Source: an optimization exercise on an open RTL-to-GDS flow (aim: small area and a short achievable clock period). Production flows keep margins and buffers that such runs may drop.
Function was not checked in any run shown here: the RTL went through the layout flow alone.
Power is estimated from default activity; no workload was simulated.

===== flow/design.v =====
package execPkg;
    localparam int DataWidth = 16;    
    localparam int AddrWidth = 16;    
    localparam int ShiftBits = 4;     
    typedef enum logic [5:0] {
        OpLw1  = 6'd0,     
        OpLw2  = 6'd1,     
        OpLw3  = 6'd2,     
        OpSw1  = 6'd3,     
        OpSw2  = 6'd4,     
        OpMov  = 6'd5,
        OpAdd  = 6'd6,
        OpSub  = 6'd7,
        OpMul  = 6'd8,
        OpDiv  = 6'd9,
        OpAnd  = 6'd10,
        OpOr   = 6'd11,
        OpShl  = 6'd12,
        OpShr  = 6'd13,
        OpCmp  = 6'd14,    
        OpNot  = 6'd15,
        OpJr   = 6'd16,    
        OpJpc  = 6'd17,    
        OpBrfl = 6'd18,    
        OpCall = 6'd19,
        OpRet  = 6'd20,
        OpNop  = 6'd21
    } opcodeE;
    typedef enum logic [1:0] {
        CondAlways = 2'd0,
        CondLess   = 2'd1,
        CondEqual  = 2'd2
    } condE;
endpackage
`timescale 1ns/1ps
import execPkg::*;
module controlDecoder (
    input  logic [5:0] opcode,
    output logic       regWrite,
    output logic       memRead,
    output logic       memWrite,
    output logic       isBranch,     
    output logic       isJpc,
    output logic       isBrfl,
    output logic       stackPush,
    output logic       stackPop,
    output logic       isCompare,
    output logic       isDiv,
    output logic       illegal
);
    always_comb begin
        regWrite  = 1'b0;
        memRead   = 1'b0;
        memWrite  = 1'b0;
        isBranch  = 1'b0;
        isJpc     = 1'b0;
        isBrfl    = 1'b0;
        stackPush = 1'b0;
        stackPop  = 1'b0;
        isCompare = 1'b0;
        isDiv     = 1'b0;
        illegal   = 1'b0;
        case (opcode)
            6'd0, 6'd1: begin
                regWrite = 1'b1;
                memRead  = 1'b1;
            end
            6'd2, 6'd5, 6'd6, 6'd7, 6'd8, 6'd10, 6'd11, 6'd12, 6'd13, 6'd15:
                regWrite = 1'b1;
            6'd9: begin
                regWrite = 1'b1;
                isDiv    = 1'b1;
            end
            6'd3, 6'd4: memWrite  = 1'b1;
            6'd14:      isCompare = 1'b1;
            6'd16:      isBranch  = 1'b1;
            6'd17:      isJpc     = 1'b1;
            6'd18:      isBrfl    = 1'b1;
            6'd19: begin
                regWrite  = 1'b1;
                isBranch  = 1'b1;
                stackPush = 1'b1;
            end
            6'd20: begin
                isBranch = 1'b1;
                stackPop = 1'b1;
            end
            6'd21: ;
            default: illegal = 1'b1;
        endcase
    end
endmodule
`timescale 1ns/1ps
import execPkg::*;
module aluCore (
    input  logic [5:0]  opcode,
    input  logic [15:0] operandA,
    input  logic [15:0] operandB,
    input  logic [15:0] immediate,
    input  logic [15:0] pc,
    input  logic [15:0] stackTop,
    output logic [15:0] dataResult,
    output logic [15:0] addrResult,
    output logic [17:0] divB3,        
    output logic        cmpEqual,
    output logic        cmpLess
);
    assign divB3 = {2'b0, operandB} + {1'b0, operandB, 1'b0};
    logic [7:0] quotHi;
    logic [7:0] rem [0:4];
    assign rem[0] = '0;
    for (genvar k = 0; k < 4; k++) begin : gDiv
        localparam int W = 2*k + 2;
        logic [W-1:0] t, r;
        if (k == 0) begin : gT0
            assign t = operandA[15:14];
        end else begin : gTn
            assign t = {rem[k][W-3:0], operandA[15-2*k:14-2*k]};
        end
        divStep4 #(.W(W)) uStep (.t(t), .b(operandB), .b3(divB3), .q(quotHi[7-2*k:6-2*k]), .r(r));
        assign rem[k+1] = 8'(r);
    end
    logic        isShl, isShr;
    logic [15:0] aRev, mulA, mulB, product, productRev, shiftOneHot;
    assign isShl = (opcode == 6'd12);
    assign isShr = (opcode == 6'd13);
    assign shiftOneHot = 16'd1 << operandB[3:0];
    for (genvar b = 0; b < 16; b++) begin : gRev
        assign aRev[b]       = operandA[15-b];
        assign productRev[b] = product[15-b];
    end
    assign mulA = isShr ? aRev : operandA;
    assign mulB = (isShl || isShr) ? shiftOneHot : operandB;
    mulLow16 uMul (.a(mulA), .b(mulB), .p(product));
    logic opMem1, opAdd, opSub, opCall, opJpc;
    assign opMem1 = (opcode == 6'd0) || (opcode == 6'd3);
    assign opAdd  = (opcode == 6'd6);
    assign opSub  = (opcode == 6'd7) || (opcode == 6'd14);
    assign opCall = (opcode == 6'd19);
    assign opJpc  = (opcode == 6'd17);
    logic [15:0] addX, addY;
    logic [16:0] sum;
    assign addX = (opCall || opJpc) ? pc : operandA;
    always_comb begin
        if (opAdd)                    addY = operandB;
        else if (opSub)               addY = ~operandB;
        else if (opMem1 || opJpc)     addY = immediate;
        else                          addY = '0;
    end
    assign sum = {1'b0, addX} + {1'b0, addY} + 17'(opSub || opCall);
    assign cmpLess  = ~sum[16];
    assign cmpEqual = (sum[15:0] == '0);
    always_comb begin
        case (opcode)
            6'd0, 6'd1, 6'd3, 6'd4, 6'd6, 6'd7, 6'd19:
                           dataResult = sum[15:0];
            6'd2:          dataResult = immediate;
            6'd8, 6'd12:   dataResult = product;
            6'd9:          dataResult = {quotHi, rem[4]};
            6'd10:         dataResult = operandA & operandB;
            6'd11:         dataResult = operandA | operandB;
            6'd13:         dataResult = productRev;
            6'd15:         dataResult = ~operandA;
            default:       dataResult = operandB;     
        endcase
    end
    always_comb begin
        case (opcode)
            6'd17:         addrResult = sum[15:0];    
            6'd18:         addrResult = immediate;    
            6'd20:         addrResult = stackTop;     
            6'd16, 6'd19:  addrResult = operandA;     
            default:       addrResult = operandB;     
        endcase
    end
endmodule
module divTail (
    input  logic [7:0]  quotHi,
    input  logic [7:0]  remIn,       
    input  logic [7:0]  aLow,        
    input  logic [15:0] b,
    input  logic [17:0] b3,
    output logic [15:0] quot
);
    logic [15:0] rem [0:4];
    assign rem[0] = 16'(remIn);
    assign quot[15:8] = quotHi;
    for (genvar k = 0; k < 4; k++) begin : gDiv
        localparam int W = 2*k + 10;
        logic [W-1:0] t, r;
        assign t = {rem[k][W-3:0], aLow[7-2*k:6-2*k]};
        divStep4 #(.W(W)) uStep (.t(t), .b(b), .b3(b3), .q(quot[7-2*k:6-2*k]), .r(r));
        assign rem[k+1] = 16'(r);
    end
endmodule
module divStep4 #(parameter int W = 2) (
    input  logic [W-1:0] t,
    input  logic [15:0]  b,
    input  logic [17:0]  b3,
    output logic [1:0]   q,
    output logic [W-1:0] r
);
    logic [W-1:0] d1, d2, d3;
    logic         o1, o2, o3;      
    logic         z1, z2, z3;      
    logic         c1, c2, c3;      
    logic [W-1:0] b2;
    assign b2 = {b[W-2:0], 1'b0};
    subBorrow #(.W(W)) uS1 (.t(t), .y(b[W-1:0]),  .d(d1), .borrow(o1));
    subBorrow #(.W(W)) uS2 (.t(t), .y(b2),        .d(d2), .borrow(o2));
    subBorrow #(.W(W)) uS3 (.t(t), .y(b3[W-1:0]), .d(d3), .borrow(o3));
    if (W == 16) begin : gZ16
        assign z1 = 1'b1;
    end else begin : gZn
        assign z1 = ~|b[15:W];
    end
    assign z2 = ~|b[15:W-1];
    assign z3 = ~|b3[17:W];
    assign c1 = z1 & ~o1;
    assign c2 = z2 & ~o2;
    assign c3 = z3 & ~o3;
    assign q[1] = c2;
    assign q[0] = c3 | (c1 & ~c2);
    assign r = c3 ? d3 : c2 ? d2 : c1 ? d1 : t;
endmodule
module subBorrow #(parameter int W = 4) (
    input  logic [W-1:0] t,
    input  logic [W-1:0] y,
    output logic [W-1:0] d,
    output logic         borrow
);
    localparam int L = (W <= 1) ? 1 : $clog2(W);
    logic [W-1:0] g, p, bIn;
    logic [W-1:0] gl [0:L];
    logic [W-1:0] pl [0:L];
    assign g = ~t & y;           
    assign p = ~(t ^ y);         
    assign gl[0] = g;
    assign pl[0] = p;
    for (genvar l = 0; l < L; l++) begin : gL
        for (genvar i = 0; i < W; i++) begin : gI
            localparam int J = ((i >> l) << l) - 1;
            if (((i >> l) & 1) == 1) begin : gC
                assign gl[l+1][i] = gl[l][i] | (pl[l][i] & gl[l][J]);
                assign pl[l+1][i] = pl[l][i] & pl[l][J];
            end else begin : gP
                assign gl[l+1][i] = gl[l][i];
                assign pl[l+1][i] = pl[l][i];
            end
        end
    end
    if (W == 1) begin : gB1
        assign bIn = 1'b0;
    end else begin : gBn
        assign bIn = {gl[L][W-2:0], 1'b0};
    end
    assign borrow = gl[L][W-1];
    assign d = ~p ^ bIn;
endmodule
module mulLow16 (
    input  logic [15:0] a,
    input  logic [15:0] b,
    output logic [15:0] p
);
    logic [15:0] pp [0:15];
    logic [15:0] x, y;
    for (genvar i = 0; i < 16; i++) begin : gPp
        assign pp[i] = a & {16{b[i]}};
    end
    logic w1, w2, w3, w4, w5, w6, w7, w8, w9, w10, w11, w12, w13, w14, w15, w16, w17, w18, w19, w20, w21, w22, w23, w24, w25, w26, w27, w28, w29, w30, w31, w32, w33, w34, w35, w36, w37, w38, w39, w40, w41, w42, w43, w44, w45, w46, w47, w48, w49, w50, w51, w52, w53, w54, w55, w56, w57, w58, w59, w60, w61, w62, w63, w64, w65, w66, w67, w68, w69, w70, w71, w72, w73, w74, w75, w76, w77, w78, w79, w80, w81, w82, w83, w84, w85, w86, w87, w88, w89, w90, w91, w92, w93, w94, w95, w96, w97, w98, w99, w100, w101, w102, w103, w104, w105, w106, w107, w108, w109, w110, w111, w112, w113, w114, w115, w116, w117, w118, w119, w120, w121, w122, w123, w124, w125, w126, w127, w128, w129, w130, w131, w132, w133, w134, w135, w136, w137, w138, w139, w140, w141, w142, w143, w144, w145, w146, w147, w148, w149, w150, w151, w152, w153, w154, w155, w156, w157, w158, w159, w160, w161, w162, w163, w164, w165, w166, w167, w168, w169, w170, w171, w172, w173, w174, w175, w176, w177, w178, w179, w180, w181, w182, w183, w184, w185, w186, w187, w188, w189, w190, w191, w192, w193, w194, w195, w196;
    assign x[0] = pp[0][0];
    assign y[0] = 1'b0;
    assign x[1] = pp[0][1];
    assign y[1] = pp[1][0];
    assign w1 = pp[0][2] ^ pp[1][1];
    assign w2 = pp[0][2] & pp[1][1];
    assign x[2] = pp[2][0];
    assign y[2] = w1;
    assign w3 = pp[0][3] ^ pp[1][2] ^ pp[2][1];
    assign w4 = (pp[0][3] & pp[1][2]) | (pp[2][1] & (pp[0][3] ^ pp[1][2]));
    assign w5 = pp[3][0] ^ w2;
    assign w6 = pp[3][0] & w2;
    assign x[3] = w5;
    assign y[3] = w3;
    assign w7 = pp[0][4] ^ pp[1][3] ^ pp[2][2];
    assign w8 = (pp[0][4] & pp[1][3]) | (pp[2][2] & (pp[0][4] ^ pp[1][3]));
    assign w9 = pp[3][1] ^ pp[4][0] ^ w4;
    assign w10 = (pp[3][1] & pp[4][0]) | (w4 & (pp[3][1] ^ pp[4][0]));
    assign w11 = w6 ^ w7;
    assign w12 = w6 & w7;
    assign x[4] = w11;
    assign y[4] = w9;
    assign w13 = pp[0][5] ^ pp[1][4] ^ pp[2][3];
    assign w14 = (pp[0][5] & pp[1][4]) | (pp[2][3] & (pp[0][5] ^ pp[1][4]));
    assign w15 = pp[3][2] ^ pp[4][1] ^ pp[5][0];
    assign w16 = (pp[3][2] & pp[4][1]) | (pp[5][0] & (pp[3][2] ^ pp[4][1]));
    assign w17 = w8 ^ w13 ^ w15;
    assign w18 = (w8 & w13) | (w15 & (w8 ^ w13));
    assign w19 = w12 ^ w10;
    assign w20 = w12 & w10;
    assign x[5] = w17;
    assign y[5] = w19;
    assign w21 = pp[0][6] ^ pp[1][5] ^ pp[2][4];
    assign w22 = (pp[0][6] & pp[1][5]) | (pp[2][4] & (pp[0][6] ^ pp[1][5]));
    assign w23 = pp[3][3] ^ pp[4][2] ^ pp[5][1];
    assign w24 = (pp[3][3] & pp[4][2]) | (pp[5][1] & (pp[3][3] ^ pp[4][2]));
    assign w25 = pp[6][0] ^ w14 ^ w16;
    assign w26 = (pp[6][0] & w14) | (w16 & (pp[6][0] ^ w14));
    assign w27 = w21 ^ w23 ^ w18;
    assign w28 = (w21 & w23) | (w18 & (w21 ^ w23));
    assign w29 = w25 ^ w20;
    assign w30 = w25 & w20;
    assign x[6] = w29;
    assign y[6] = w27;
    assign w31 = pp[0][7] ^ pp[1][6] ^ pp[2][5];
    assign w32 = (pp[0][7] & pp[1][6]) | (pp[2][5] & (pp[0][7] ^ pp[1][6]));
    assign w33 = pp[3][4] ^ pp[4][3] ^ pp[5][2];
    assign w34 = (pp[3][4] & pp[4][3]) | (pp[5][2] & (pp[3][4] ^ pp[4][3]));
    assign w35 = pp[6][1] ^ pp[7][0] ^ w22;
    assign w36 = (pp[6][1] & pp[7][0]) | (w22 & (pp[6][1] ^ pp[7][0]));
    assign w37 = w24 ^ w31 ^ w33;
    assign w38 = (w24 & w31) | (w33 & (w24 ^ w31));
    assign w39 = w26 ^ w35 ^ w37;
    assign w40 = (w26 & w35) | (w37 & (w26 ^ w35));
    assign w41 = w30 ^ w28;
    assign w42 = w30 & w28;
    assign x[7] = w39;
    assign y[7] = w41;
    assign w43 = pp[0][8] ^ pp[1][7] ^ pp[2][6];
    assign w44 = (pp[0][8] & pp[1][7]) | (pp[2][6] & (pp[0][8] ^ pp[1][7]));
    assign w45 = pp[3][5] ^ pp[4][4] ^ pp[5][3];
    assign w46 = (pp[3][5] & pp[4][4]) | (pp[5][3] & (pp[3][5] ^ pp[4][4]));
    assign w47 = pp[6][2] ^ pp[7][1] ^ pp[8][0];
    assign w48 = (pp[6][2] & pp[7][1]) | (pp[8][0] & (pp[6][2] ^ pp[7][1]));
    assign w49 = w32 ^ w34 ^ w43;
    assign w50 = (w32 & w34) | (w43 & (w32 ^ w34));
    assign w51 = w45 ^ w47 ^ w36;
    assign w52 = (w45 & w47) | (w36 & (w45 ^ w47));
    assign w53 = w38 ^ w49 ^ w51;
    assign w54 = (w38 & w49) | (w51 & (w38 ^ w49));
    assign w55 = w40 ^ w42;
    assign w56 = w40 & w42;
    assign x[8] = w53;
    assign y[8] = w55;
    assign w57 = pp[0][9] ^ pp[1][8] ^ pp[2][7];
    assign w58 = (pp[0][9] & pp[1][8]) | (pp[2][7] & (pp[0][9] ^ pp[1][8]));
    assign w59 = pp[3][6] ^ pp[4][5] ^ pp[5][4];
    assign w60 = (pp[3][6] & pp[4][5]) | (pp[5][4] & (pp[3][6] ^ pp[4][5]));
    assign w61 = pp[6][3] ^ pp[7][2] ^ pp[8][1];
    assign w62 = (pp[6][3] & pp[7][2]) | (pp[8][1] & (pp[6][3] ^ pp[7][2]));
    assign w63 = pp[9][0] ^ w44 ^ w46;
    assign w64 = (pp[9][0] & w44) | (w46 & (pp[9][0] ^ w44));
    assign w65 = w48 ^ w57 ^ w59;
    assign w66 = (w48 & w57) | (w59 & (w48 ^ w57));
    assign w67 = w61 ^ w50 ^ w63;
    assign w68 = (w61 & w50) | (w63 & (w61 ^ w50));
    assign w69 = w65 ^ w52 ^ w67;
    assign w70 = (w65 & w52) | (w67 & (w65 ^ w52));
    assign w71 = w54 ^ w56;
    assign w72 = w54 & w56;
    assign x[9] = w69;
    assign y[9] = w71;
    assign w73 = pp[0][10] ^ pp[10][0] ^ pp[1][9];
    assign w74 = (pp[0][10] & pp[10][0]) | (pp[1][9] & (pp[0][10] ^ pp[10][0]));
    assign w75 = pp[2][8] ^ pp[3][7] ^ pp[4][6];
    assign w76 = (pp[2][8] & pp[3][7]) | (pp[4][6] & (pp[2][8] ^ pp[3][7]));
    assign w77 = pp[5][5] ^ pp[6][4] ^ pp[7][3];
    assign w78 = (pp[5][5] & pp[6][4]) | (pp[7][3] & (pp[5][5] ^ pp[6][4]));
    assign w79 = pp[8][2] ^ pp[9][1] ^ w58;
    assign w80 = (pp[8][2] & pp[9][1]) | (w58 & (pp[8][2] ^ pp[9][1]));
    assign w81 = w60 ^ w62 ^ w73;
    assign w82 = (w60 & w62) | (w73 & (w60 ^ w62));
    assign w83 = w75 ^ w77 ^ w64;
    assign w84 = (w75 & w77) | (w64 & (w75 ^ w77));
    assign w85 = w66 ^ w79 ^ w81;
    assign w86 = (w66 & w79) | (w81 & (w66 ^ w79));
    assign w87 = w68 ^ w83 ^ w85;
    assign w88 = (w68 & w83) | (w85 & (w68 ^ w83));
    assign w89 = w70 ^ w72;
    assign w90 = w70 & w72;
    assign x[10] = w87;
    assign y[10] = w89;
    assign w91 = pp[0][11] ^ pp[10][1] ^ pp[11][0];
    assign w92 = (pp[0][11] & pp[10][1]) | (pp[11][0] & (pp[0][11] ^ pp[10][1]));
    assign w93 = pp[1][10] ^ pp[2][9] ^ pp[3][8];
    assign w94 = (pp[1][10] & pp[2][9]) | (pp[3][8] & (pp[1][10] ^ pp[2][9]));
    assign w95 = pp[4][7] ^ pp[5][6] ^ pp[6][5];
    assign w96 = (pp[4][7] & pp[5][6]) | (pp[6][5] & (pp[4][7] ^ pp[5][6]));
    assign w97 = pp[7][4] ^ pp[8][3] ^ pp[9][2];
    assign w98 = (pp[7][4] & pp[8][3]) | (pp[9][2] & (pp[7][4] ^ pp[8][3]));
    assign w99 = w74 ^ w76 ^ w78;
    assign w100 = (w74 & w76) | (w78 & (w74 ^ w76));
    assign w101 = w91 ^ w93 ^ w95;
    assign w102 = (w91 & w93) | (w95 & (w91 ^ w93));
    assign w103 = w97 ^ w80 ^ w82;
    assign w104 = (w97 & w80) | (w82 & (w97 ^ w80));
    assign w105 = w99 ^ w101 ^ w84;
    assign w106 = (w99 & w101) | (w84 & (w99 ^ w101));
    assign w107 = w86 ^ w103 ^ w105;
    assign w108 = (w86 & w103) | (w105 & (w86 ^ w103));
    assign w109 = w88 ^ w90;
    assign w110 = w88 & w90;
    assign x[11] = w107;
    assign y[11] = w109;
    assign w111 = pp[0][12] ^ pp[10][2] ^ pp[11][1];
    assign w112 = (pp[0][12] & pp[10][2]) | (pp[11][1] & (pp[0][12] ^ pp[10][2]));
    assign w113 = pp[12][0] ^ pp[1][11] ^ pp[2][10];
    assign w114 = (pp[12][0] & pp[1][11]) | (pp[2][10] & (pp[12][0] ^ pp[1][11]));
    assign w115 = pp[3][9] ^ pp[4][8] ^ pp[5][7];
    assign w116 = (pp[3][9] & pp[4][8]) | (pp[5][7] & (pp[3][9] ^ pp[4][8]));
    assign w117 = pp[6][6] ^ pp[7][5] ^ pp[8][4];
    assign w118 = (pp[6][6] & pp[7][5]) | (pp[8][4] & (pp[6][6] ^ pp[7][5]));
    assign w119 = pp[9][3] ^ w92 ^ w94;
    assign w120 = (pp[9][3] & w92) | (w94 & (pp[9][3] ^ w92));
    assign w121 = w96 ^ w98 ^ w111;
    assign w122 = (w96 & w98) | (w111 & (w96 ^ w98));
    assign w123 = w113 ^ w115 ^ w117;
    assign w124 = (w113 & w115) | (w117 & (w113 ^ w115));
    assign w125 = w100 ^ w102 ^ w119;
    assign w126 = (w100 & w102) | (w119 & (w100 ^ w102));
    assign w127 = w121 ^ w123 ^ w104;
    assign w128 = (w121 & w123) | (w104 & (w121 ^ w123));
    assign w129 = w125 ^ w106 ^ w127;
    assign w130 = (w125 & w106) | (w127 & (w125 ^ w106));
    assign w131 = w108 ^ w129;
    assign w132 = w108 & w129;
    assign x[12] = w110;
    assign y[12] = w131;
    assign w133 = pp[0][13] ^ pp[10][3] ^ pp[11][2];
    assign w134 = (pp[0][13] & pp[10][3]) | (pp[11][2] & (pp[0][13] ^ pp[10][3]));
    assign w135 = pp[12][1] ^ pp[13][0] ^ pp[1][12];
    assign w136 = (pp[12][1] & pp[13][0]) | (pp[1][12] & (pp[12][1] ^ pp[13][0]));
    assign w137 = pp[2][11] ^ pp[3][10] ^ pp[4][9];
    assign w138 = (pp[2][11] & pp[3][10]) | (pp[4][9] & (pp[2][11] ^ pp[3][10]));
    assign w139 = pp[5][8] ^ pp[6][7] ^ pp[7][6];
    assign w140 = (pp[5][8] & pp[6][7]) | (pp[7][6] & (pp[5][8] ^ pp[6][7]));
    assign w141 = pp[8][5] ^ pp[9][4] ^ w112;
    assign w142 = (pp[8][5] & pp[9][4]) | (w112 & (pp[8][5] ^ pp[9][4]));
    assign w143 = w114 ^ w116 ^ w118;
    assign w144 = (w114 & w116) | (w118 & (w114 ^ w116));
    assign w145 = w133 ^ w135 ^ w137;
    assign w146 = (w133 & w135) | (w137 & (w133 ^ w135));
    assign w147 = w139 ^ w120 ^ w122;
    assign w148 = (w139 & w120) | (w122 & (w139 ^ w120));
    assign w149 = w124 ^ w141 ^ w143;
    assign w150 = (w124 & w141) | (w143 & (w124 ^ w141));
    assign w151 = w145 ^ w126 ^ w147;
    assign w152 = (w145 & w126) | (w147 & (w145 ^ w126));
    assign w153 = w149 ^ w128 ^ w151;
    assign w154 = (w149 & w128) | (w151 & (w149 ^ w128));
    assign w155 = w130 ^ w153;
    assign w156 = w130 & w153;
    assign x[13] = w132;
    assign y[13] = w155;
    assign w157 = pp[0][14] ^ pp[10][4] ^ pp[11][3];
    assign w158 = (pp[0][14] & pp[10][4]) | (pp[11][3] & (pp[0][14] ^ pp[10][4]));
    assign w159 = pp[12][2] ^ pp[13][1] ^ pp[14][0];
    assign w160 = (pp[12][2] & pp[13][1]) | (pp[14][0] & (pp[12][2] ^ pp[13][1]));
    assign w161 = pp[1][13] ^ pp[2][12] ^ pp[3][11];
    assign w162 = (pp[1][13] & pp[2][12]) | (pp[3][11] & (pp[1][13] ^ pp[2][12]));
    assign w163 = pp[4][10] ^ pp[5][9] ^ pp[6][8];
    assign w164 = (pp[4][10] & pp[5][9]) | (pp[6][8] & (pp[4][10] ^ pp[5][9]));
    assign w165 = pp[7][7] ^ pp[8][6] ^ pp[9][5];
    assign w166 = (pp[7][7] & pp[8][6]) | (pp[9][5] & (pp[7][7] ^ pp[8][6]));
    assign w167 = w134 ^ w136 ^ w138;
    assign w168 = (w134 & w136) | (w138 & (w134 ^ w136));
    assign w169 = w140 ^ w157 ^ w159;
    assign w170 = (w140 & w157) | (w159 & (w140 ^ w157));
    assign w171 = w161 ^ w163 ^ w165;
    assign w172 = (w161 & w163) | (w165 & (w161 ^ w163));
    assign w173 = w142 ^ w144 ^ w146;
    assign w174 = (w142 & w144) | (w146 & (w142 ^ w144));
    assign w175 = w167 ^ w169 ^ w171;
    assign w176 = (w167 & w169) | (w171 & (w167 ^ w169));
    assign w177 = w148 ^ w150 ^ w173;
    assign w178 = (w148 & w150) | (w173 & (w148 ^ w150));
    assign w179 = w175 ^ w152 ^ w177;
    assign w180 = (w175 & w152) | (w177 & (w175 ^ w152));
    assign w181 = w154 ^ w179;
    assign w182 = w154 & w179;
    assign x[14] = w156;
    assign y[14] = w181;
    assign w183 = pp[0][15] ^ pp[10][5] ^ pp[11][4];
    assign w184 = pp[12][3] ^ pp[13][2] ^ pp[14][1];
    assign w185 = pp[15][0] ^ pp[1][14] ^ pp[2][13];
    assign w186 = pp[3][12] ^ pp[4][11] ^ pp[5][10];
    assign w187 = pp[6][9] ^ pp[7][8] ^ pp[8][7];
    assign w188 = pp[9][6] ^ w158 ^ w160;
    assign w189 = w162 ^ w164 ^ w166;
    assign w190 = w183 ^ w184 ^ w185;
    assign w191 = w186 ^ w187 ^ w168;
    assign w192 = w170 ^ w172 ^ w188;
    assign w193 = w189 ^ w190 ^ w174;
    assign w194 = w191 ^ w176 ^ w192;
    assign w195 = w178 ^ w193 ^ w194;
    assign w196 = w180 ^ w195;
    assign x[15] = w182;
    assign y[15] = w196;
    assign p = x + y;
endmodule
`timescale 1ns/1ps
import execPkg::*;
module commitStage (
    input  logic        clk,
    input  logic        rstN,
    input  logic        inValid,
    input  logic        regWrite,
    input  logic        memRead,
    input  logic        memWrite,
    input  logic        isBranch,
    input  logic        isJpc,
    input  logic        isBrfl,
    input  logic        stackPush,
    input  logic        stackPop,
    input  logic        isCompare,
    input  logic        isDiv,
    input  logic        illegal,
    input  logic [15:0] dataResult,
    input  logic [15:0] addrResult,
    input  logic [17:0] divB3,
    input  logic [7:0]  divALow,
    input  logic        cmpEqual,
    input  logic        cmpLess,
    output logic        outValid,
    output logic        regWriteEn,
    output logic        writeFromMem,
    output logic [15:0] writeData,
    output logic        memReadEn,
    output logic        memWriteEn,
    output logic [15:0] memAddr,
    output logic [15:0] memWriteData,
    output logic        branchTaken,
    output logic [15:0] branchTarget,
    output logic        pushReturn,
    output logic        popReturn,
    output logic        illegalOp
);
    logic        flagEqual;
    logic        flagLess;
    logic [15:0] dataQ;
    logic [15:0] addrQ;
    logic [17:0] b3Q;
    logic [7:0]  aLowQ;
    logic        isDivQ;
    logic        memReadQ;
    always_ff @(posedge clk) begin
        if (!rstN) begin
            flagEqual   <= 1'b0;
            flagLess    <= 1'b0;
            outValid    <= 1'b0;
            regWriteEn  <= 1'b0;
            memReadQ    <= 1'b0;
            memWriteEn  <= 1'b0;
            branchTaken <= 1'b0;
            pushReturn  <= 1'b0;
            popReturn   <= 1'b0;
            illegalOp   <= 1'b0;
        end else begin
            if (inValid && isCompare) begin
                flagEqual <= cmpEqual;
                flagLess  <= cmpLess;
            end
            outValid    <= inValid;
            regWriteEn  <= inValid && regWrite;
            memReadQ    <= inValid && memRead;
            memWriteEn  <= inValid && memWrite;
            branchTaken <= inValid && (isBranch || (isJpc && flagLess) || (isBrfl && flagEqual));
            pushReturn  <= inValid && stackPush;
            popReturn   <= inValid && stackPop;
            illegalOp   <= inValid && illegal;
        end
    end
    always_ff @(posedge clk) begin
        dataQ  <= dataResult;
        addrQ  <= addrResult;
        b3Q    <= divB3;
        aLowQ  <= divALow;
        isDivQ <= isDiv;
    end
    logic [15:0] quot;
    divTail divTail_i (
        .quotHi(dataQ[15:8]), .remIn(dataQ[7:0]), .aLow(aLowQ),
        .b(addrQ), .b3(b3Q), .quot(quot)
    );
    assign memReadEn    = memReadQ;
    assign writeFromMem = memReadQ;
    assign writeData    = isDivQ ? quot : dataQ;
    assign memAddr      = dataQ;
    assign memWriteData = addrQ;
    assign branchTarget = addrQ;
endmodule
`timescale 1ns/1ps
import execPkg::*;
module execStage (
    input  logic                 clk,
    input  logic                 rstN,
    input  logic                 inValid,
    input  execPkg::opcodeE               opcode,
    input  logic [execPkg::DataWidth-1:0] operandA,
    input  logic [execPkg::DataWidth-1:0] operandB,
    input  logic [execPkg::DataWidth-1:0] immediate,
    input  logic [execPkg::AddrWidth-1:0] pc,
    input  logic [execPkg::AddrWidth-1:0] stackTop,
    output logic                 outValid,
    output logic                 regWriteEn,
    output logic                 writeFromMem,
    output logic [execPkg::DataWidth-1:0] writeData,
    output logic                 memReadEn,
    output logic                 memWriteEn,
    output logic [execPkg::AddrWidth-1:0] memAddr,
    output logic [execPkg::DataWidth-1:0] memWriteData,
    output logic                 branchTaken,
    output logic [execPkg::AddrWidth-1:0] branchTarget,
    output logic                 pushReturn,
    output logic                 popReturn,
    output logic                 illegalOp
);
    logic        regWrite, memRead, memWrite, isBranch, isJpc, isBrfl;
    logic        stackPush, stackPop, isCompare, isDiv, illegal;
    logic [17:0] divB3;
    logic [15:0] dataResult, addrResult;
    logic        cmpEqual, cmpLess;
    controlDecoder controlDecoder_i (
        .opcode(opcode), .regWrite(regWrite), .memRead(memRead), .memWrite(memWrite),
        .isBranch(isBranch), .isJpc(isJpc), .isBrfl(isBrfl),
        .stackPush(stackPush), .stackPop(stackPop),
        .isCompare(isCompare), .isDiv(isDiv), .illegal(illegal)
    );
    aluCore aluCore_i (
        .opcode(opcode), .operandA(operandA), .operandB(operandB),
        .immediate(immediate), .pc(pc), .stackTop(stackTop),
        .dataResult(dataResult), .addrResult(addrResult), .divB3(divB3),
        .cmpEqual(cmpEqual), .cmpLess(cmpLess)
    );
    commitStage commitStage_i (
        .clk(clk), .rstN(rstN), .inValid(inValid),
        .regWrite(regWrite), .memRead(memRead), .memWrite(memWrite),
        .isBranch(isBranch), .isJpc(isJpc), .isBrfl(isBrfl),
        .stackPush(stackPush), .stackPop(stackPop),
        .isCompare(isCompare), .isDiv(isDiv), .illegal(illegal),
        .dataResult(dataResult), .addrResult(addrResult),
        .divB3(divB3), .divALow(operandA[7:0]),
        .cmpEqual(cmpEqual), .cmpLess(cmpLess),
        .outValid(outValid), .regWriteEn(regWriteEn), .writeFromMem(writeFromMem),
        .writeData(writeData), .memReadEn(memReadEn), .memWriteEn(memWriteEn),
        .memAddr(memAddr), .memWriteData(memWriteData), .branchTaken(branchTaken),
        .branchTarget(branchTarget), .pushReturn(pushReturn), .popReturn(popReturn),
        .illegalOp(illegalOp)
    );
endmodule

===== flow/config.mk =====
export PLATFORM = sky130hd
export DESIGN_NAME = execStage
export DESIGN_NICKNAME = execStage
export VERILOG_FILES = /design/flow/design.v
export SDC_FILE = /design/flow/constraint.sdc
export NUM_CORES = 4
export LEC_CHECK = 0
export ABC_AREA = 1
export CAP_MARGIN = 20
export CORE_MARGIN = 2
export CORE_UTILIZATION = 40
export PLACE_DENSITY = 0.6
export SLEW_MARGIN = 20

===== flow/standard.sh =====
#!/bin/bash
# synth_recipe.tcl (not shown) runs the flow's synth.tcl, then flattens the netlist and writes it again
# the make line also repeats each setting of config.mk as NAME=value (left out here)
make -C /OpenROAD-flow-scripts/flow DESIGN_CONFIG=/design/flow/config.mk WORK_HOME=/design/flow/orfs CLKGATE_MAP_FILE= SYNTH_SCRIPT=/design/flow/synth_recipe.tcl "${@:-finish}"

===== flow/constraint.sdc =====
create_clock -name core_clock -period 32.0 [get_ports {clk}]
set_input_delay 6.4000 -clock core_clock [delete_from_list [all_inputs] [get_ports {clk}]]
set_output_delay 6.4000 -clock core_clock [all_outputs]
set_load 0.01 [all_outputs]

===== flow/flow/run.sh =====
#!/bin/bash
# The standard ORFS flow with three changes: synthesis leaves adders to ABC
# (no full/half-adder cell extraction), ports are buffered with buf_2, and
# timing repair aims at a setup slack margin. Each tool's log is under orfs/logs.
bash standard.sh ADDER_MAP_FILE= SETUP_SLACK_MARGIN=18 "BUFFER_PORTS_ARGS=-buffer_cell sky130_fd_sc_hd__buf_2" finish > standard.log 2>&1

==> run_results.csv, run 1 <==
group,metric,value,unit
outcome,run_status,"complete, no violations",
grt,antenna_found_initial,8,
routing,drt_pass1_iterations,8,
routing,wl_per_cell,19.38,um
setup_path,cp_max_fo,17,
final_layout,drive_gt1_share,12.93,%
flow_run,drv_cap,0,
floorplan,start_util,40.49,%
synth,synth_area_per_cell,5.197,um^2
final_layout,multi_input_area,15580,um^2
setup_path,max_stage_delay,0.62,ns
floorplan,num_rows,80,
setup_path,critPathRequiredTime,25.60,ns
grt,grt_start_max_net_pins,41,
sta,setup_viol,0,
synth,synth_top_family_by_area,"simple AND/OR/NAND/NOR gates",
setup_path,crit_family,"simple AND/OR/NAND/NOR gates",
setup_path,slowest_stage,"dfxtp_2",
worst_hold_path,min_from,"commitStage_i.flagLess",
synth,synth.net_count,3809,
clock_network,clkTransAtPathRegs,0.06,ns
pwr,p_sw,0.5663,mW
setup_path,path_class,"reg -> out",
routing,ant_nets,0,
clock_network,post_cts_buffers,0,
synth,synth_mux_area_share,0,%
sta,hold_violations,0,
clock_network,cts_tree,"done",
routing,drtIter0Drc,2594,
grt,track_usage,33.12,%
synth,synth_xor_area_share,9.832,%
setup_path,r2r_start,"commitStage_i.flagLess",
clock_network,h-tree-depth,3,
floorplan,io_pins,162,
final_layout,fin_area,20720,um^2
setup_path,path_buf_inv,7,
grt,grt_first_pass_wirelength,130100,um
synth,yosys.area_share.simple,53.22,%
synth,synthAdderAreaFrac,0.4660,%
sta,slew_violations,0,
synth,ys.flop_type,"dfxtp_1",
clock_network,clkSinkCount,69,
sta,slew_headroom,27.10,%
final_layout,post-route-util,43.41,%
floorplan,dieArea,50100,um^2
sta,worst_slew_pin_slew,1.082,ns
floorplan,die_x,223.8,um
pwr,power.leakage,11.22,nW
routing,vias_per_cell,5.643,
floorplan,core-area,47750,um^2
sta,fin_crit,13.41,ns
pwr,switching_share,59.17,%
synth,synth_area,19330,um^2
pwr,power_density,46.18,nW/um^2
pwr,ir_drop,0.03884,mV
synth,yosysSeqAreaShare,7.146,%
synth,synthArstFlopShare,0,%
routing,drc_errors,0,
final_layout,layout.nets,3873,
pwr,pwr-share-comb,75.8,%
placement,port_buffers,161,
pwr,pwr-share-seq,12.5,%
clock_network,cts_inserted_buffers,9,
sta,max_freq,74.59,MHz
setup_path,crit_arrival,7.01,ns
setup_path,cp-end-kind,"output port",
synth,synth_seq_cells,69,
clock_network,cts_root_buffer,"clkbuf_16",
synth,synth-edff-count,0,
sta,fin_crit_sh,41.90,%
placement,dp_hpwl,69760,um
final_layout,area_delta_synth_final,7.210,%
sta,skew,0.003016,ns
sta,hold_slack,0.4693,ns
grt,grt_pass1_vias,22786,
placement,placed_area,20320,um^2
sta,rsz0062_at_grt,"false",
worst_hold_path,hold_path_class,"reg -> reg",
setup_path,cp-start-kind,"flip-flop",
pwr,clock_power_share,11.7,%
floorplan,die_y,223.8,um
setup_path,cp_common_cell,"nand2_1",
pwr,p_int,0.3907,mW
routing,vias,24885,
clock_network,clock_latency,0.35,ns
final_layout,register_area,1394,um^2
placement,gp_congestion,1.040,
sta,tns,0,ns
synth,synth_compound_area_share,16.83,%
grt,overflow,0,
routing,drt-total-wl,85460,um
clock_network,clk_path_buf_depth,2,
setup_path,critPathLaunch,"commitStage_i.addrQ[5]",
synth,yosysUniqueCellTypes,67,
final_layout,nFillCells,5452,
synth,synthCells,3720,
synth,yosysWarnings,32,
-- cells in the mapped netlist, drive strengths merged, types with 2 or more instances --
library cell  instances  area, um^2
a2111o                2       22.52
a2111oi               2       17.52
a211oi               19       142.6
a21boi               16       120.1
a21oi               147       780.8
a221oi               18       157.7
a22o                  7       61.31
a22oi                16       120.1
a311oi                2       17.52
a31oi                11       68.82
a32oi                 4       35.03
and2                  8       50.05
and3                  3       18.77
buf                  82       553.0
clkbuf               43       161.4
clkinv                6       22.52
dfxtp                69        1381
inv                 445        1680
maj3                  9       90.09
nand2              1337        5370
nand3               402        2227
nand3b               11       82.58
nand4                59       369.1
nor2                427        1715
nor3                 24       140.1
nor4                  7       50.05
o2111ai              13       113.9
o211ai               26       205.2
o21a                  5       37.54
o21ai               184       950.9
o21bai                8       60.06
o221ai                4       35.03
o22ai                32       200.2
o31ai                 7       52.55
or2                  40       250.3
xnor2                78       683.2
xor2                139        1217
-- layer usage --
metal  track usage, %  vias up  wire length (um)  part of all wire (%)
li1                 -    12178                 -                     -
met1            39.35    11095             32660                    38
met2            55.90     1281             38930                    46
met3            4.853      323              7431                   8.7
met4            21.23        8              6402                   7.5
met5                0        -                37                 0.043
-- registers in the layout, summed over array words and instances, names as in the netlist, 8 cells and up --
name and flops:
commitStage_i.addrQ 16, commitStage_i.b3Q 18, commitStage_i.dataQ 16, commitStage_i.aLowQ 8
-- cell type report --
class	count	share of cell area, %
inverter	451	8.223
timing repair buffer	178	4.504
multi-input combinational	3075	75.16
clock inverter	7	0.5132
sequential	69	6.725
antenna	6	0.07245
tap	615	3.713
clock buffer	9	1.087
-- path summary, 6_finish.rpt --
check                                    to  slack (ns)  depth (start not counted)
setup reg to reg  commitStage_i.branchTaken       31.11                          3
hold / removal       commitStage_i.flagLess        0.47                          2
setup / recovery               writeData[1]       18.59                         46
hold reg to reg      commitStage_i.flagLess        0.47                          2
-- cell families after synthesis --
| group | Yosys count |
|---|---|
| adder cells (fa/ha/maj) | 9 |
| AND/OR/NAND/NOR | 2320 |
| XOR/XNOR | 217 |
| flip-flops | 69 |
| buffers and inverters | 576 |
| AO/OA/AOI/OAI | 529 |
-- worst min-delay path, delay by kind of cell, from the launching register on --
kind,cells,cell delay [ns]
flip-flops,1,0.31
AND/OR/NAND/NOR,1,0.06
AO/OA/AOI/OAI,1,0.06
-- power groups by stage --
stage          registers (mW)  logic (mW)  clock network [mW]
5_1_grt                 0.120       0.800               0.116
4_1_cts                 0.118       0.710               0.113
6_report                0.120       0.725               0.112
3_5_place_dp            0.120       0.707                   0
2_1_floorplan           0.108       0.520                   0
3_3_place_gp            0.120       0.709                   0
-- timing repair --
action / in CTS / in global routing
hold buffers: 0 / 0
setup endpoints to repair: 0 / 2
resized for setup: 0 / 15
-- cells in the final DEF (no fill, tap or decap), drive strengths merged, types with 18 or more instances in the layout --
cell / n
nand2: 1337
inv: 447
nor2: 427
nand3: 402
o21ai: 184
buf: 178
a21oi: 147
xor2: 139
xnor2: 78
dfxtp: 69
nand4: 59
or2: 40
o22ai: 32
o211ai: 26
nor3: 24
a211oi: 19
a221oi: 18
-- stage by stage --
step	power, mW	instances	setup WS (ns)
after floorplan	0.6278	3720	20.99
after global placement	0.8288	4387	18.51
after detailed placement	0.8269	4387	18.54
after CTS	0.9410	4403	18.15
after global routing	1.035	4404	18.01
final	0.9570	4410	18.59
==> run 2: changes to the inputs <==
==> flow/flow/run.sh (replaced) <==
#!/bin/bash
# The standard ORFS flow with three changes: synthesis leaves adders to ABC
# (no full/half-adder cell extraction), ports are buffered with buf_2, and
# timing repair aims at a setup slack margin. Each tool's log is under orfs/logs.
bash standard.sh ADDER_MAP_FILE= SETUP_SLACK_MARGIN=20 "BUFFER_PORTS_ARGS=-buffer_cell sky130_fd_sc_hd__buf_2" finish > standard.log 2>&1
==> run 2 against run 1 <==
  * Synthesized cell count stayed put
  * Largest cell class unchanged
  * Combinational power increased by 8.4%
  * Power increased by 6.4%
  * Maximum frequency grew 8.0%
  * Design area is 8.2% higher
  * Still clean on timing, DRC and antenna
==> run_results.csv, run 2 <==
group,metric,value,unit
outcome,run_status,"complete, no violations",
floorplan,dieArea,50100,um^2
routing,drt_pass1_iterations,7,
grt,grt_start_max_net_pins,41,
synth,yosysSeqAreaShare,7.146,%
routing,drtIter0Drc,2541,
setup_path,critPathRequiredTime,25.60,ns
synth,synth_commonest_cells,"1245 x nand2_1, 400 x nor2_1, 371 x nand3_1",
setup_path,r2r_end,"commitStage_i.branchTaken",
sta,slew_violations,0,
setup_path,rrSetupSlack,31.11,ns
floorplan,num_rows,80,
sta,skew,0.003318,ns
final_layout,largest_reg_flops,18,
synth,synthCells,3720,
placement,port_buffers,161,
sta,max_freq,80.55,MHz
grt,met3_usage,5.010,%
sta,setup_viol,0,
synth,yosysUniqueCellTypes,67,
clock_network,clock_latency,0.35,ns
grt,overflow,0,
synth,synth.net_count,3809,
sta,rsz0062_at_grt,"true",
final_layout,final_cell_mix,"1214 x nand2_1, 381 x nor2_1, 356 x nand3_1",
setup_path,setup.worst_path.end,"writeData[0]",
sta,tns,0,ns
pwr,power.leakage,11.82,nW
setup_path,r2r_cells,3,
setup_path,path_class,"reg -> out",
routing,vias,25552,
setup_path,max_stage_delay,0.53,ns
floorplan,die_y,223.8,um
setup_path,r2r_start,"commitStage_i.flagLess",
routing,drt-total-wl,88380,um
synth,yosysMostFrequentCell,"nand2_1",
clock_network,clk_path_buf_depth,2,
final_layout,multi_input_area,16160,um^2
setup_path,crit_family,"simple AND/OR/NAND/NOR gates",
synth,synth_area,19330,um^2
clock_network,clkSinkCount,69,
placement,gp_congestion,1.040,
grt,gr-usage-met1,40.00,%
sta,slew_headroom,37.68,%
sta,fin_crit_sh,38.80,%
floorplan,core-area,47750,um^2
placement,preCtsSetupSlack,18.54,ns
final_layout,layout_commonest_cell,"nand2_1",
setup_path,worst-path-stages,45,
clock_network,cts_tree,"done",
synth,synthAdderAreaFrac,0.4660,%
grt,met2_usage,56.95,%
final_layout,area_delta_synth_final,15.96,%
setup_path,slowest_stage,"dfxtp_1",
worst_hold_path,hold_path_class,"reg -> reg",
placement,dp_hpwl,69760,um
routing,drc_errors,0,
sta,fin_crit,12.41,ns
synth,synthTopCellsByArea,"nand2_1 24%, nand3_1 9.6%, nor2_1 7.8%",
synth,synthArstFlopShare,0,%
clock_network,cts_hold_buf,0,
routing,wl_per_cell,19.58,um
synth,synth_top_cell_area_share,24.17,%
grt,track_usage,34.04,%
floorplan,io_pins,162,
final_layout,nFillCells,5353,
routing,ant_nets,0,
setup_path,crit_arrival,6.01,ns
pwr,finalPower,1.019,mW
final_layout,register_area,1443,um^2
clock_network,clkTransAtPathRegs,0.06,ns
setup_path,cp_max_fo,12,
clock_network,h-tree-depth,3,
sta,worst_slew_pin_slew,0.9250,ns
synth,synth_xor_area_share,9.832,%
synth,synth_seq_cells,69,
setup_path,path_buf_inv,10,
sta,layout_setup_ws,19.59,ns
setup_path,critPathLaunch,"commitStage_i.b3Q[9]",
setup_path,cp_common_cell,"nand2_1",
final_layout,layout.nets,3982,
clock_network,cts_root_buffer,"clkbuf_16",
clock_network,cts_inserted_buffers,9,
synth,synth_area_per_cell,5.197,um^2
final_layout,drive_gt1_share,18.57,%
synth,yosysWarnings,32,
synth,synth_mux_area_share,0,%
synth,ys.flop_type,"dfxtp_1",
routing,vias_per_cell,5.661,
grt,grt_pass1_vias,23335,
synth,yosys.area_share.simple,53.22,%
synth,synth_top_family_by_area,"simple AND/OR/NAND/NOR gates",
pwr,power_density,45.44,nW/um^2
final_layout,largest_register,"commitStage_i.b3Q",
setup_path,cp-end-kind,"output port",
floorplan,start_util,40.49,%
flow_run,drv_cap,0,
sta,hold_violations,0,
final_layout,post-route-util,46.95,%
setup_path,cp-start-kind,"flip-flop",
final_layout,reg.largest.list,"commitStage_i.b3Q x18, commitStage_i.addrQ x16, commitStage_i.dataQ x16",
synth,synth-edff-count,0,
pwr,ir_drop,0.04617,mV
synth,synth_compound_area_share,16.83,%
grt,antenna_found_initial,5,
sta,hold_slack,0.4665,ns
floorplan,die_x,223.8,um
grt,grt_first_pass_wirelength,133300,um
grt,top_usage_layer,"met2",
synth,yosysTopAreaCell,"nand2_1",
==> run 2: what timing repair did <==
item	in CTS	in global routing
hold endpoints to repair	0	0
gates resized for setup	142	106
buffers inserted	54	49
endpoints found under the setup margin	11	28
pin swaps	32	20
cloned	6	1
==> run 2: worst min-delay path by stage <==
stage                            start                       to  slack [ns]  cells after the start
2_1_floorplan  commitStage_i.flagEqual  commitStage_i.flagEqual        0.44                      2
3_3_place_gp    commitStage_i.flagLess   commitStage_i.flagLess        0.46                      2
3_5_place_dp    commitStage_i.flagLess   commitStage_i.flagLess        0.46                      2
4_1_cts         commitStage_i.flagLess   commitStage_i.flagLess        0.47                      2
5_1_grt         commitStage_i.flagLess   commitStage_i.flagLess        0.49                      2
6_report        commitStage_i.flagLess   commitStage_i.flagLess        0.47                      2
==> run 2: where the power goes <==
| group | switching (mW) | total [mW] | leakage [nW] | internal (mW) |
|---|---|---|---|---|
| sequential | 0.0235 | 0.120 | 0.583 | 0.0965 |
| combinational | 0.530 | 0.786 | 11.1 | 0.256 |
| clock | 0.0427 | 0.112 | 0.163 | 0.0696 |
==> run 2: layer usage <==
metal,routed length [um],vias to the layer above
met5,32,-
met1,33550,11364
met2,39800,1397
met3,7605,380
met4,7397,6
li1,-,12405
==> run 2: logic make-up after synthesis <==
group	count (synthesis)
xor+xnor	217
flops	69
simple gates	2320
compound gates	529
fa+ha+maj	9
buf+inv	576
==> run 2: stage by stage <==
| step | cell area [um^2] | instances |
|---|---|---|
| 2_1_floorplan | 19330 | 3720 |
| 3_3_place_gp | 20320 | 4387 |
| 3_5_place_dp | 20320 | 4387 |
| 4_1_cts | 21610 | 4463 |
| 5_1_grt | 22410 | 4513 |
| 6_report | 22420 | 4514 |
==> run 2: area by class of cell <==
type,count,area share (%)
tap,615,3.433
timing repair inverter,1,0.02233
clock inverter,7,0.4744
antenna,1,0.01116
timing repair buffer,280,8.411
inverter,451,8.138
clock buffer,9,1.005
sequential,69,6.436
multi-input combinational,3081,72.07
==> run 2: worst min-delay path, delay by kind of cell (launching register included) <==
family | cells | cell delay [ns]
DFF | 1 | 0.31
and+or+nand+nor | 1 | 0.06
AOI/OAI and AO/OA | 1 | 0.06

## port drivers added, routing unchanged
No port has a modelled driver above. Below, the same layouts with a new extraction and two added sets of constraints. Step 1 assumes that a clkbuf_16 drives the clock port and a buf_2 every other input. Step 2 times the ports against the registers' clock, not the clock port: input delays grow and output delays shrink by t, the midpoint of the rising clock arrivals with the driver on. a / b / c = ideal ports / drivers / drivers and shift; a / b = the first two.
run | t, ns | setup WS [ns] | worst hold slack (ns) | latest minus earliest clock arrival (ns) | pins driven straight from the clock port
run 1 | 0.392 | 18.593 / 18.545 / 18.937 | 0.469 / 0.469 / 0.469 | 0.011 / 0.011 | 1
run 2 | 0.392 | 19.586 / 19.537 / 19.929 | 0.467 / 0.467 / 0.467 | 0.011 / 0.011 | 1
After both steps setup and hold are still met in every run listed.
